This design comes from an exercise in tuning for a short achievable clock period and few clock cycles on the open sky130 flow, not from production work. In this exercise RTL edits were held to simulation tests only and were not proved equivalent to the original.

==> run a: inputs <==
// conv_top
module conv_top #(
  parameter int img_side_log2 = 6
) (
  input  logic        clk,
  input  logic        reset,
  input  logic        ready,
  input  logic [19:0] idata,
  input  logic [19:0] cdata_rd,
  output logic        busy,
  output logic [11:0] iaddr,
  output logic [2:0]  csel,
  output logic        cwr,
  output logic [11:0] caddr_wr,
  output logic [19:0] cdata_wr,
  output logic        crd,
  output logic [11:0] caddr_rd
);
  logic         start;
  logic         done;
  logic [179:0] window;
  logic         win_valid;
  logic         res_valid;
  logic [19:0]  res_ch0;
  logic [19:0]  res_ch1;
  assign crd      = 1'b0;
  assign caddr_rd = 12'd0;
  conv_ctrl u_ctrl (
    .clk  (clk),
    .reset(reset),
    .ready(ready),
    .done (done),
    .busy (busy),
    .start(start)
  );
  window_fetch u_fetch (
    .clk      (clk),
    .reset    (reset),
    .start    (start),
    .idata    (idata),
    .iaddr    (iaddr),
    .window   (window),
    .win_valid(win_valid)
  );
  conv_mac u_mac (
    .clk       (clk),
    .reset     (reset),
    .valid_in  (win_valid),
    .valid_out (res_valid),
    .window    (window),
    .result_ch0(res_ch0),
    .result_ch1(res_ch1)
  );
  maxpool_unit u_pool (
    .clk      (clk),
    .reset    (reset),
    .res_valid(res_valid),
    .res_ch0  (res_ch0),
    .res_ch1  (res_ch1),
    .done     (done),
    .csel     (csel),
    .cwr      (cwr),
    .caddr_wr (caddr_wr),
    .cdata_wr (cdata_wr)
  );
endmodule
==> flow/config.mk <==
export PLATFORM = sky130hd
export DESIGN_NAME = conv_top
export DESIGN_NICKNAME = conv_top
export VERILOG_FILES = /design/flow/design.v
export SDC_FILE = /design/flow/constraint.sdc
export NUM_CORES = 4
export LEC_CHECK = 0
export CAP_MARGIN = 20
export CORE_MARGIN = 2
export CORE_UTILIZATION = 60
export CTS_CLUSTER_DIAMETER = 100
export CTS_CLUSTER_SIZE = 30
export SLEW_MARGIN = 20
==> flow/constraint.sdc <==
create_clock -name core_clock -period 15.0 [get_ports {clk}]
set_input_delay 3.0000 -clock core_clock [delete_from_list [all_inputs] [get_ports {clk}]]
set_output_delay 3.0000 -clock core_clock [all_outputs]
set_load 0.01 [all_outputs]
standard.sh (not shown) runs the stock make flow with config.mk's settings and CLKGATE_MAP_FILE= SYNTH_SCRIPT=/design/flow/synth_recipe.tcl, a recipe that flattens the netlist after the stock synthesis.
==> flow/flow/run.sh <==
#!/bin/bash
# The standard layout (the standard.sh: standard synthesis, floorplan,
# placement, CTS, routing, finish), with the resizer's setup repair aimed at
# a slack margin instead of zero. The SDC is the standard flow's, unchanged.
set -euo pipefail
bash standard.sh SETUP_SLACK_MARGIN=11.3 finish > standard_flow.log 2>&1
==> run b (differences from run a) <==
--- a/flow/config.mk
+++ b/flow/config.mk
@@ -9,5 +9,3 @@
 export CORE_MARGIN = 2
-export CORE_UTILIZATION = 60
-export CTS_CLUSTER_DIAMETER = 100
-export CTS_CLUSTER_SIZE = 30
+export CORE_UTILIZATION = 50
 export SLEW_MARGIN = 20
==> flow_summary.ini <==
[status]
status = finished clean

[drt]
vias = 54600

[cts]
clk_latency_ns = 0.87
postCtsSetupBuffers = 54

[final_layout]
design_area_sq_um = 109000

[floorplan]
core_area_sq_um = 193000

[timing]
period_share_pct = 29.0

[place]
gp_congestion = 1.07
That was run b.
==> flow_summary.ini <==
[timing]
worst_slack_ns = 10.69
skew_ns = 0.0485

[final_layout]
design_area_sq_um = 105000

[cts]
postCtsSetupBuffers = 50
clk_latency_ns = 0.78
cts_buffers = 73

[place]
gp_congestion = 1.10
dp_hpwl_um = 266000

[status]
status = finished clean

[critical_path]
crit_buf_inv = 1

[floorplan]
core_area_sq_um = 161000
That was run a.
Testbench counts of run a, summed over its fixed seeds: cycles 164,096.
Testbench counts of run b, summed over its fixed seeds: cycles 164,096.

========
==> v21: inputs <==
Another version of the RTL of conv_top (not shown whole).
Settings: LEC_CHECK=0, CAP_MARGIN=20, CORE_MARGIN=2, CORE_UTILIZATION=40, SLEW_MARGIN=20; clock period 15.0 ns.
run.sh (not shown) runs the stock make flow with config.mk's settings and CLKGATE_MAP_FILE= SYNTH_SCRIPT=/design/flow/synth_recipe.tcl, a recipe that flattens the netlist after the stock synthesis.
Stock flow here: none of the scripts above is used.
==> inputs of v22, as changes to v21 <==
--- a/flow/design.v
+++ b/flow/design.v
@@ -20,19 +20,18 @@
 endmodule
 `timescale 1ns/10ps
 module window_fetch (
   input  logic         clk,
   input  logic         reset,
   input  logic         start,
   input  logic [19:0]  idata,
   output logic [11:0]  iaddr,
-  output logic [179:0] win_q,
-  output logic         win_valid,
-  output logic [11:0]  win_tag
+  output logic [179:0] window,
+  output logic         win_valid
 );
   logic       ract;
   logic [3:0] rs;
   logic [4:0] rR;
   logic [4:0] rbc;
   logic       rpro;
   logic       ract_n;
   logic [3:0] rs_n;
@@ -105,45 +104,42 @@
   assign cur_pad   = (rs[1:0] == 2'd0 && cur_rr[4:0] == 5'd0) || (rs[1:0] == 2'd3 && cur_rr[4:0] == 5'd31);
   logic [19:0] pix_q;
   logic        i_valid;
   logic [1:0]  i_k;
   logic        i_pad;
   logic        i_first;    
   logic        i_wrap;     
   logic        i_launch;
-  logic [11:0] i_tag;
   always_ff @(posedge clk) begin
     pix_q <= idata;
   end
   always_ff @(posedge clk or posedge reset) begin
     if (reset) begin
       i_valid <= 1'b0;
     end else begin
       i_valid <= cur_valid;
     end
   end
   always_ff @(posedge clk) begin
     i_k      <= rs[1:0];
     i_pad    <= cur_pad;
     i_first  <= !cur_b && (rbc == 5'd0);
     i_wrap   <= cur_wrap;
     i_launch <= !rpro;
-    i_tag    <= {(rR == 5'd31) && (rbc == 5'd31) && cur_b, rR, rbc, cur_b};
   end
   logic [19:0] pix_v;
   logic [19:0] colbuf [0:2];
   logic [79:0] newcol;
   logic [79:0] wl;
   logic [79:0] wm;
   logic [79:0] wr;
   logic [79:0] pre;
   logic        l1;
   logic        l2;
-  logic [11:0] l_tag;
   assign pix_v  = i_pad ? 20'd0 : pix_q;
   assign newcol = {pix_v, colbuf[2], colbuf[1], colbuf[0]};
   always_ff @(posedge clk) begin
     if (i_valid && i_k != 2'd3) colbuf[i_k] <= pix_v;
     if (i_valid && i_k == 2'd3) begin
       if (i_first) begin
         wl <= '0;
         wm <= pre;
@@ -153,49 +149,42 @@
         wm  <= wr;
         wr  <= '0;
         pre <= newcol;
       end else begin
         wl <= wm;
         wm <= wr;
         wr <= newcol;
       end
-      l_tag <= i_tag;
     end
   end
   always_ff @(posedge clk or posedge reset) begin
     if (reset) begin
       l1 <= 1'b0;
       l2 <= 1'b0;
     end else begin
       l1 <= i_valid && (i_k == 2'd3) && i_launch;
       l2 <= l1;
     end
   end
-  always_ff @(posedge clk) begin
+  always_comb begin
     for (int dr = 0; dr < 3; dr++) begin
-      win_q[(dr*3+0)*20 +: 20] <= l1 ? wl[dr*20 +: 20] : wl[(dr+1)*20 +: 20];
-      win_q[(dr*3+1)*20 +: 20] <= l1 ? wm[dr*20 +: 20] : wm[(dr+1)*20 +: 20];
-      win_q[(dr*3+2)*20 +: 20] <= l1 ? wr[dr*20 +: 20] : wr[(dr+1)*20 +: 20];
+      window[(dr*3+0)*20 +: 20] = l2 ? wl[(dr+1)*20 +: 20] : wl[dr*20 +: 20];
+      window[(dr*3+1)*20 +: 20] = l2 ? wm[(dr+1)*20 +: 20] : wm[dr*20 +: 20];
+      window[(dr*3+2)*20 +: 20] = l2 ? wr[(dr+1)*20 +: 20] : wr[dr*20 +: 20];
     end
-    win_tag <= l_tag;
-  end
-  always_ff @(posedge clk or posedge reset) begin
-    if (reset) win_valid <= 1'b0;
-    else       win_valid <= l1;
   end
+  assign win_valid = l1;
 endmodule
 `timescale 1ns/10ps
 module conv_mac (
   input  logic         clk,
   input  logic         reset,
   input  logic         valid_in,
-  input  logic [11:0]  tag_in,
   output logic         valid_out,
-  output logic [11:0]  tag_out,
   input  logic [179:0] window,
   output logic [19:0]  result_ch0,
   output logic [19:0]  result_ch1
 );
   logic [179:0] u;
   always_comb begin
     u = window;
     for (int i = 0; i < 9; i++) u[i*20+19] = ~window[i*20+19];
@@ -6336,27 +6325,19 @@
   assign c0_n3066 = (c0_n2919 & c0_n2992) | (c0_n2919 & c0_n2993) | (c0_n2992 & c0_n2993);
   assign c0_n3067 = c0_n2923 ^ c0_n2994 ^ c0_n2995;
   assign c0_n3068 = (c0_n2923 & c0_n2994) | (c0_n2923 & c0_n2995) | (c0_n2994 & c0_n2995);
   logic [35:0] c0_a, c0_b;
   assign c0_a = {c0_n3066, c0_n3064, c0_n3062, c0_n3060, c0_n3058, c0_n3056, c0_n3054, c0_n3052, c0_n3050, c0_n3048, c0_n3046, c0_n3044, c0_n3042, c0_n3040, c0_n3038, c0_n3036, c0_n3034, c0_n3032, c0_n3030, c0_n3028, c0_n3026, c0_n3024, c0_n3022, c0_n3020, c0_n3018, c0_n3016, c0_n3014, c0_n3012, c0_n3010, c0_n3008, c0_n3006, c0_n3004, c0_n3002, c0_n3000, c0_n2998, c0_n2925};
   assign c0_b = {c0_n3067, c0_n3065, c0_n3063, c0_n3061, c0_n3059, c0_n3057, c0_n3055, c0_n3053, c0_n3051, c0_n3049, c0_n3047, c0_n3045, c0_n3043, c0_n3041, c0_n3039, c0_n3037, c0_n3035, c0_n3033, c0_n3031, c0_n3029, c0_n3027, c0_n3025, c0_n3023, c0_n3021, c0_n3019, c0_n3017, c0_n3015, c0_n3013, c0_n3011, c0_n3009, c0_n3007, c0_n3005, c0_n3003, c0_n3001, c0_n2999, c0_n2997};
   logic [35:0] c0_aq, c0_bq;
   always_ff @(posedge clk) begin c0_aq <= c0_a; c0_bq <= c0_b; end
-  logic [16:0] c0_lo;
-  logic [19:0] c0_h0, c0_h1;
-  assign c0_lo = {1'b0, c0_aq[15:0]} + {1'b0, c0_bq[15:0]};
-  assign c0_h0 = c0_aq[35:16] + c0_bq[35:16];
-  assign c0_h1 = c0_aq[35:16] + c0_bq[35:16] + 20'd1;
-  logic c0_cq;
-  logic [19:0] c0_h0q, c0_h1q;
-  always_ff @(posedge clk) begin c0_cq <= c0_lo[16]; c0_h0q <= c0_h0; c0_h1q <= c0_h1; end
-  logic [19:0] c0_q;
-  assign c0_q = c0_cq ? c0_h1q : c0_h0q;
-  always_ff @(posedge clk) result_ch0 <= c0_q[19] ? 20'd0 : c0_q;
+  logic [35:0] c0_s;
+  assign c0_s = c0_aq + c0_bq;
+  always_ff @(posedge clk) result_ch0 <= c0_s[35] ? 20'd0 : c0_s[35:16];
   logic c1_n1;
   logic c1_n2;
   logic c1_n3;
   logic c1_n4;
   logic c1_n5;
   logic c1_n6;
   logic c1_n7;
   logic c1_n8;
@@ -12380,115 +12361,94 @@
   assign c1_n3012 = (c1_n2869 & c1_n2938) | (c1_n2869 & c1_n2939) | (c1_n2938 & c1_n2939);
   assign c1_n3013 = c1_n2870 ^ c1_n2940 ^ c1_n2941;
   assign c1_n3014 = (c1_n2870 & c1_n2940) | (c1_n2870 & c1_n2941) | (c1_n2940 & c1_n2941);
   logic [35:0] c1_a, c1_b;
   assign c1_a = {c1_n3012, c1_n3010, c1_n3008, c1_n3006, c1_n3004, c1_n3002, c1_n3000, c1_n2998, c1_n2996, c1_n2994, c1_n2992, c1_n2990, c1_n2988, c1_n2986, c1_n2984, c1_n2982, c1_n2980, c1_n2978, c1_n2976, c1_n2974, c1_n2972, c1_n2970, c1_n2968, c1_n2966, c1_n2964, c1_n2962, c1_n2960, c1_n2958, c1_n2956, c1_n2954, c1_n2952, c1_n2950, c1_n2948, c1_n2946, c1_n2944, c1_n2871};
   assign c1_b = {c1_n3013, c1_n3011, c1_n3009, c1_n3007, c1_n3005, c1_n3003, c1_n3001, c1_n2999, c1_n2997, c1_n2995, c1_n2993, c1_n2991, c1_n2989, c1_n2987, c1_n2985, c1_n2983, c1_n2981, c1_n2979, c1_n2977, c1_n2975, c1_n2973, c1_n2971, c1_n2969, c1_n2967, c1_n2965, c1_n2963, c1_n2961, c1_n2959, c1_n2957, c1_n2955, c1_n2953, c1_n2951, c1_n2949, c1_n2947, c1_n2945, c1_n2943};
   logic [35:0] c1_aq, c1_bq;
   always_ff @(posedge clk) begin c1_aq <= c1_a; c1_bq <= c1_b; end
-  logic [16:0] c1_lo;
-  logic [19:0] c1_h0, c1_h1;
-  assign c1_lo = {1'b0, c1_aq[15:0]} + {1'b0, c1_bq[15:0]};
-  assign c1_h0 = c1_aq[35:16] + c1_bq[35:16];
-  assign c1_h1 = c1_aq[35:16] + c1_bq[35:16] + 20'd1;
-  logic c1_cq;
-  logic [19:0] c1_h0q, c1_h1q;
-  always_ff @(posedge clk) begin c1_cq <= c1_lo[16]; c1_h0q <= c1_h0; c1_h1q <= c1_h1; end
-  logic [19:0] c1_q;
-  assign c1_q = c1_cq ? c1_h1q : c1_h0q;
-  always_ff @(posedge clk) result_ch1 <= c1_q[19] ? 20'd0 : c1_q;
-  logic [2:0] vpipe;
-  logic [11:0] tpipe [0:2];
+  logic [35:0] c1_s;
+  assign c1_s = c1_aq + c1_bq;
+  always_ff @(posedge clk) result_ch1 <= c1_s[35] ? 20'd0 : c1_s[35:16];
+  logic [1:0] vpipe;
   always_ff @(posedge clk or posedge reset) begin
     if (reset) vpipe <= '0;
-    else vpipe <= {vpipe[1:0], valid_in};
+    else vpipe <= {vpipe[0:0], valid_in};
   end
-  always_ff @(posedge clk) begin
-    tpipe[0] <= tag_in;
-    for (int i = 1; i < 3; i++) tpipe[i] <= tpipe[i-1];
-  end
-  assign valid_out = vpipe[2];
-  assign tag_out = tpipe[2];
+  assign valid_out = vpipe[1];
 endmodule
 `timescale 1ns/10ps
 module maxpool_unit (
   input  logic        clk,
   input  logic        reset,
   input  logic        res_valid,
-  input  logic [11:0] res_tag,
   input  logic [19:0] res_ch0,
   input  logic [19:0] res_ch1,
   output logic        done,
   output logic [2:0]  csel,
   output logic        cwr,
   output logic [11:0] caddr_wr,
   output logic [19:0] cdata_wr
 );
-  logic [19:0] r00, r01, r10, r11;
-  logic [19:0] cm0_cur, cm1_cur, cm0_prev, cm1_prev;
-  logic [19:0] blk0, blk1;
-  logic [4:0]  tR;
-  logic [5:0]  tc;
-  logic        tlast;
-  logic        w1, w2, w3, w4, w5, w6, w7;
+  logic [19:0] r01, r10, r11;
+  logic [19:0] m0, m1;
+  logic [4:0]  wR;
+  logic [5:0]  wc;
+  logic        w1, w2, w3, w4, w5;
+  logic        advance;
+  logic        last;
+  assign last    = (wR == 5'd31) && (wc == 6'd63);
+  assign advance = (w3 && !wc[0]) || w5;
   always_ff @(posedge clk or posedge reset) begin
     if (reset) begin
       w1   <= 1'b0;
       w2   <= 1'b0;
       w3   <= 1'b0;
       w4   <= 1'b0;
       w5   <= 1'b0;
-      w6   <= 1'b0;
-      w7   <= 1'b0;
       done <= 1'b0;
       cwr  <= 1'b0;
       csel <= 3'd0;
+      wR   <= '0;
+      wc   <= '0;
     end else begin
       w1   <= res_valid;
       w2   <= w1;
       w3   <= w2;
-      w4   <= w3;
-      w5   <= w4 && tc[0];
-      w6   <= w5;
-      w7   <= w6 && tlast;
-      done <= w7;
-      cwr  <= w1 || w2 || w3 || w4 || w5 || w6;
-      csel <= w1 ? 3'd1 : w2 ? 3'd2 : w3 ? 3'd1 : w4 ? 3'd2 : w5 ? 3'd3 : w6 ? 3'd4 : 3'd0;
+      w4   <= w3 && wc[0];
+      w5   <= w4;
+      done <= w5 && last;
+      cwr  <= res_valid || w1 || w2 || w3 || w4 || w5;
+      csel <= res_valid ? 3'd1 : w1 ? 3'd2 : w2 ? 3'd1 : w3 ? 3'd2 : w4 ? 3'd3 : w5 ? 3'd4 : 3'd0;
+      if (advance) begin
+        wc <= wc + 6'd1;
+        if (wc == 6'd63) wR <= wR + 5'd1;
+      end
     end
   end
   always_ff @(posedge clk) begin
     if (res_valid) begin
-      r00   <= res_ch0;
-      r01   <= res_ch1;
-      tR    <= res_tag[10:6];
-      tc    <= res_tag[5:0];
-      tlast <= res_tag[11];
+      r01 <= res_ch1;
+      m0  <= (wc[0] && m0 > res_ch0) ? m0 : res_ch0;
+      m1  <= (wc[0] && m1 > res_ch1) ? m1 : res_ch1;
     end
     if (w1) begin
       r10 <= res_ch0;
       r11 <= res_ch1;
-    end
-    if (w2) begin
-      cm0_prev <= cm0_cur;
-      cm1_prev <= cm1_cur;
-      cm0_cur  <= (r00 > r10) ? r00 : r10;
-      cm1_cur  <= (r01 > r11) ? r01 : r11;
-    end
-    if (w4) begin
-      blk0 <= (cm0_prev > cm0_cur) ? cm0_prev : cm0_cur;
-      blk1 <= (cm1_prev > cm1_cur) ? cm1_prev : cm1_cur;
+      m0  <= (m0 > res_ch0) ? m0 : res_ch0;
+      m1  <= (m1 > res_ch1) ? m1 : res_ch1;
     end
     case (1'b1)
-      w1: begin caddr_wr <= {tR, 1'b0, tc}; cdata_wr <= r00; end
-      w2: begin cdata_wr <= r01; end
-      w3: begin caddr_wr <= {tR, 1'b1, tc}; cdata_wr <= r10; end
-      w4: begin cdata_wr <= r11; end
-      w5: begin caddr_wr <= {2'b00, tR, tc[5:1]}; cdata_wr <= blk0; end
-      w6: begin cdata_wr <= blk1; end
+      res_valid: begin caddr_wr <= {wR, 1'b0, wc}; cdata_wr <= res_ch0; end
+      w1:        begin cdata_wr <= r01; end
+      w2:        begin caddr_wr <= {wR, 1'b1, wc}; cdata_wr <= r10; end
+      w3:        begin cdata_wr <= r11; end
+      w4:        begin caddr_wr <= {2'b00, wR, wc[5:1]}; cdata_wr <= m0; end
+      w5:        begin cdata_wr <= m1; end
       default: ;
     endcase
   end
 endmodule
 `timescale 1ns/10ps
 module conv_top #(
   parameter int img_side_log2 = 6
 ) (
@@ -12503,21 +12463,19 @@
   output logic        cwr,
   output logic [11:0] caddr_wr,
   output logic [19:0] cdata_wr,
   output logic        crd,
   output logic [11:0] caddr_rd
 );
   logic         start;
   logic         done;
-  logic [179:0] win_q;
+  logic [179:0] window;
   logic         win_valid;
-  logic [11:0]  win_tag;
   logic         res_valid;
-  logic [11:0]  res_tag;
   logic [19:0]  res_ch0;
   logic [19:0]  res_ch1;
   assign crd      = 1'b0;
   assign caddr_rd = 12'd0;
   conv_ctrl u_ctrl (
     .clk  (clk),
     .reset(reset),
     .ready(ready),
@@ -12526,36 +12484,32 @@
     .start(start)
   );
   window_fetch u_fetch (
     .clk      (clk),
     .reset    (reset),
     .start    (start),
     .idata    (idata),
     .iaddr    (iaddr),
-    .win_q    (win_q),
-    .win_valid(win_valid),
-    .win_tag  (win_tag)
+    .window   (window),
+    .win_valid(win_valid)
   );
   conv_mac u_mac (
     .clk       (clk),
     .reset     (reset),
     .valid_in  (win_valid),
-    .tag_in    (win_tag),
     .valid_out (res_valid),
-    .tag_out   (res_tag),
-    .window    (win_q),
+    .window    (window),
     .result_ch0(res_ch0),
     .result_ch1(res_ch1)
   );
   maxpool_unit u_pool (
     .clk      (clk),
     .reset    (reset),
     .res_valid(res_valid),
-    .res_tag  (res_tag),
     .res_ch0  (res_ch0),
     .res_ch1  (res_ch1),
     .done     (done),
     .csel     (csel),
     .cwr      (cwr),
     .caddr_wr (caddr_wr),
     .cdata_wr (cdata_wr)
   );
==> flow/flow/run.sh (new file) <==
#!/bin/bash
# The standard layout (the standard.sh: standard synthesis, floorplan,
# placement, CTS, routing, finish), with the resizer's setup repair aimed at
# a slack margin instead of zero. The SDC is the standard flow's, unchanged.
set -euo pipefail
bash standard.sh SETUP_SLACK_MARGIN=11 finish > standard_flow.log 2>&1
==> flow/standard.sh (new file) <==
#!/bin/bash
# synth_recipe.tcl (not shown) runs the flow's synth.tcl, then flattens the netlist and writes it again
# the make line also repeats each setting of config.mk as NAME=value (left out here)
make -C /OpenROAD-flow-scripts/flow DESIGN_CONFIG=/design/flow/config.mk WORK_HOME=/design/flow/orfs CLKGATE_MAP_FILE= SYNTH_SCRIPT=/design/flow/synth_recipe.tcl "${@:-finish}"
==> flow/config.mk (replaced) <==
export PLATFORM = sky130hd
export DESIGN_NAME = conv_top
export DESIGN_NICKNAME = conv_top
export VERILOG_FILES = /design/flow/design.v
export SDC_FILE = /design/flow/constraint.sdc
export NUM_CORES = 4
export LEC_CHECK = 0
export ABC_CLOCK_PERIOD_IN_PS = 4000
export CAP_MARGIN = 20
export CORE_MARGIN = 2
export CORE_UTILIZATION = 40
export SLEW_MARGIN = 20
removed: flow/run.sh
==> key figures <==
Status
  – Outcome: timing/DRC/antenna clean

Critical path
  – Arrival time of the worst setup path: 7030 ps
  – CP bufs+invs: 8

Synth
  – Xor and xnor fraction of the mapped netlist area: 0.921%

Clock network
  – Resize count post-CTS: 1364

Placement
  – Half-perimeter wire length after detailed placement: 256000 µm
(the above is from v22)
==> key figures <==
Synth
  – Main combinational cell family by area after synthesis: adder cells
  – Xor and xnor fraction of the mapped netlist area: 0.972%

STA
  – Peak clock frequency supported by timing: 140 MHz

Routing
  – Count of nets left with antenna violations after detail routing: 0

Finish
  – Fraction of area in clock buffers and inverters: 4.72%

Clock network
  – Resize count post-CTS: 0
  – TritonCTS clock tree: yes

Status
  – Outcome: timing/DRC/antenna clean

Placement
  – Half-perimeter wire length after detailed placement: 267000 µm
  – Port Buffers: 70

Critical path
  – Arrival time of the worst setup path: 7800 ps
(the above is from v21)
Testbench counts of v21, summed over its fixed seeds: cycles 164,128.
Testbench counts of v22, summed over its fixed seeds: cycles 164,064.

==> port drivers added, routing unchanged <==
How much do the figures lean on ideal ports? The routed layouts below were timed once more, with nothing changed but the port constraints. Step 1 sets driving cells, clkbuf_16 on the clock port and buf_2 on the other inputs (assumed; they add their load-dependent delay and slew). Step 2 moves the port delays by t, midway between the first and last clock arrival at a register: inputs arrive t later, outputs are due t later. That takes back most of the time a late clock gives input paths. Slacks: no drivers / after step 1 / after step 2; pairs: no drivers / after step 1.
run | shift t [ns] | setup WS [ns] | slew at the worst register clock pin (ns)
run a | 0.837 | 10.693 / 10.607 / 10.885 | 0.12 / 0.12
run b | 0.939 | 10.645 / 10.550 / 10.832 | 0.08 / 0.08
v21 | 0.901 | 7.876 / 7.876 / 7.876 | 0.06 / 0.06
v22 | 0.851 | 8.645 / 8.645 / 8.645 | 0.07 / 0.07
After both steps every run listed still meets setup and hold. The worst setup slack also covers recovery checks on asynchronous resets.
